This is an optimization exercise on Yosys and OpenROAD, whose aim is small area, not a production implementation.
Function was checked by simulation only, so behaviour that the tests miss may differ from the original.
Power is estimated from default activity; no workload was simulated.

## job 101
==> flow/design.v (excerpt) <==
module cpu_top (
    input  wire        clock,
    input  wire        reset,
    input  wire        enable,
    output wire [31:0] imem_addr,
    input  wire [31:0] imem_data,
    output wire        commit_valid,
    output wire [4:0]  commit_rd,
    output wire [31:0] commit_value
);
Settings: LEC_CHECK=0, CAP_MARGIN=10, CORE_MARGIN=2, CORE_UTILIZATION=60, CTS_BUF_LIST=sky130_fd_sc_hd__clkbuf_16, CTS_CLUSTER_DIAMETER=50, CTS_CLUSTER_SIZE=30, PLACE_DENSITY=0.7, SETUP_SLACK_MARGIN=0.1, SLEW_MARGIN=10, SYNTH_HIERARCHICAL=1; clock period 5.0 ns.
standard.sh (not shown) runs the stock make flow with config.mk's settings and CLKGATE_MAP_FILE= SYNTH_SCRIPT=/design/flow/synth_recipe.tcl, a recipe that flattens the netlist after the stock synthesis.
==> flow/flow/run.sh <==
#!/bin/bash
# Layout flow: the standard ORFS flow (standard.sh, so synthesis,
# floorplan, power grid, tap cells, placement and routing are the standard
# flow's) with two changes: the clock tree uses clkbuf_8 buffers over clusters
# of up to 15 flip-flops and no dummy loads, and ports are buffered with
# buf_1.  All tool output goes to standard.log here; ORFS's own per-step logs
# are under orfs/logs.
set -uo pipefail
export CTS_ARGS="-sink_clustering_enable -repair_clock_nets -dont_use_dummy_load -buf_list sky130_fd_sc_hd__clkbuf_8 -sink_clustering_size 15 -sink_clustering_max_diameter 60"
export BUFFER_PORTS_ARGS="-buffer_cell sky130_fd_sc_hd__buf_1"
bash standard.sh > standard.log 2>&1
Here is what was changed in the inputs of job 102 compared with job 101.
Settings: swapping 50 for 80 in CTS_CLUSTER_DIAMETER; swapping 30 for 24 in CTS_CLUSTER_SIZE.
==> flow/run.sh (new file) <==
#!/bin/bash
# synth_recipe.tcl (not shown) runs the flow's synth.tcl, then flattens the netlist and writes it again
# the make line also repeats each setting of config.mk as NAME=value (left out here)
make -C /OpenROAD-flow-scripts/flow DESIGN_CONFIG=/design/flow/config.mk WORK_HOME=/design/flow/orfs CLKGATE_MAP_FILE= SYNTH_SCRIPT=/design/flow/synth_recipe.tcl finish
removed: flow/flow/run.sh
removed: flow/standard.sh
==> comparison <==
The worst-path cell with the longest stage delay comes out nor2_2 in one run and a222oi_1 in the other, namely in job 102 and job 101 respectively. When job 102 is measured against job 101, its sequential cell area share turns out 0.67 points lower. Maximum frequency, job 102 and job 101: smaller value in job 101. ~same global routing met3 resource utilization in job 102 and job 101.
> inputs changed (job 102 -> job 103)
Settings: CTS_CLUSTER_DIAMETER changed from 80 to 50; CTS_CLUSTER_SIZE changed from 24 to 30.
==> flow/flow/run.sh (new file) <==
#!/bin/bash
# Layout flow: the standard ORFS flow (standard.sh, so synthesis,
# floorplan, power grid, tap cells, placement and routing are the standard
# flow's) with two changes: the clock tree uses clkbuf_8 buffers over clusters
# of up to 16 flip-flops and no dummy loads, and ports are buffered with
# buf_1.  All tool output goes to standard.log here; ORFS's own per-step logs
# are under orfs/logs.
set -uo pipefail
export CTS_ARGS="-sink_clustering_enable -repair_clock_nets -dont_use_dummy_load -buf_list sky130_fd_sc_hd__clkbuf_8 -sink_clustering_size 16 -sink_clustering_max_diameter 60"
export BUFFER_PORTS_ARGS="-buffer_cell sky130_fd_sc_hd__buf_1"
bash standard.sh > standard.log 2>&1
==> flow/standard.sh (new file) <==
#!/bin/bash
# synth_recipe.tcl (not shown) runs the flow's synth.tcl, then flattens the netlist and writes it again
# the make line also repeats each setting of config.mk as NAME=value (left out here)
make -C /OpenROAD-flow-scripts/flow DESIGN_CONFIG=/design/flow/config.mk WORK_HOME=/design/flow/orfs CLKGATE_MAP_FILE= SYNTH_SCRIPT=/design/flow/synth_recipe.tcl "${@:-finish}"
removed: flow/run.sh
## What came out
[job 103 vs job 102] total routing usage reported by global routing: higher in job 103. Job 103 ends up with a amount of wire on met3 after detailed routing that is about 0.37% higher than in job 102. Slowest library cell on the worst path: nor2_2 -> job 102, a222oi_1 -> job 103. Summary of the comparison: logic depth of the worst setup path including buffers is higher in job 103, relative to job 102. Part of the power in combinational logic: job 103 and job 102 compared, lower one is job 102. Between job 103 and job 102, the initial antenna violation count is higher for job 103. Job 103 finished every stage and its layout cleared the timing, DRC and antenna checks. Worst slack on hold paths (higher): job 102. The final worst slack on job 103 is in line with that on job 102.
Here is what was changed in the inputs of job 104 compared with job 103.
==> flow/flow/run.sh <==
#!/bin/bash
# Layout flow: the standard ORFS flow (standard.sh, so synthesis,
# floorplan, power grid and tap cells are the standard flow's) with three
# changes: the clock tree uses clkbuf_16 leaves over larger clusters and no
# dummy loads, ports are buffered with buf_1, and after global routing gates
# off the critical paths are downsized (power recovery).
# All tool output goes to standard.log here; ORFS's own per-step logs are
# under orfs/logs.
set -uo pipefail
export CTS_ARGS="-sink_clustering_enable -repair_clock_nets -dont_use_dummy_load -buf_list sky130_fd_sc_hd__clkbuf_16 -sink_clustering_size 30 -sink_clustering_max_diameter 50"
export BUFFER_PORTS_ARGS="-buffer_cell sky130_fd_sc_hd__buf_1"
export RECOVER_POWER=100
bash standard.sh > standard.log 2>&1
Job 104: flow complete, layout not clean; failing: capacitance limit, slew limit, setup timing. Every stage of the flow completed for job 103, and the final layout passed the timing, DRC and antenna checks. Job 104 vs job 103: met1 routed wirelength after detailed routing up slightly. Job 104 reports its capture point of the critical path as ram_q[1913]$_DFFE_PP_ while job 103 reports e_br$_SDFFE_PP0P_. Job 103 has a lower design area than job 104. A worst-path cell with the longest stage delay of a222oi_1 is what job 103 shows, while nor2_1 belongs to job 104. Job 104 gives more core utilization than job 103 did. Clock share of power ended up 8.6 points higher on job 104 than on job 103.

==> afterwards: timing with drivers on the ports <==
Ports are ideal in the flow. The routed layouts listed here were re-timed in OpenROAD. Step 1 assumes that a clkbuf_16 drives the clock port and a buf_2 every other input. Step 2, shift: input delay + t, output delay - t, t = (earliest + latest rising clock arrival at the registers) / 2. This alone moves slack from input paths to output paths. a / b / c = no drivers / after step 1 / after step 2; a / b = the first two.
run	shift t [ns]	setup slack, ns	worst hold slack (ns)	slew at the worst register clock pin (ns)
job 101	1.147	0.159 / 0.159 / 0.159	0.118 / 0.064 / 0.420	0.10 / 0.10
job 102	0.968	0.194 / 0.194 / 0.194	0.429 / 0.429 / 0.429	0.10 / 0.10
job 103	1.093	0.192 / 0.192 / 0.192	0.195 / 0.134 / 0.413	0.11 / 0.11
job 104	1.024	-0.006 / -0.006 / -0.731	0.244 / 0.174 / 0.402	0.09 / 0.09
The setup slack of job 104, which loses most, moves by 0.000 ns with the drivers and by -0.725 ns with both steps.
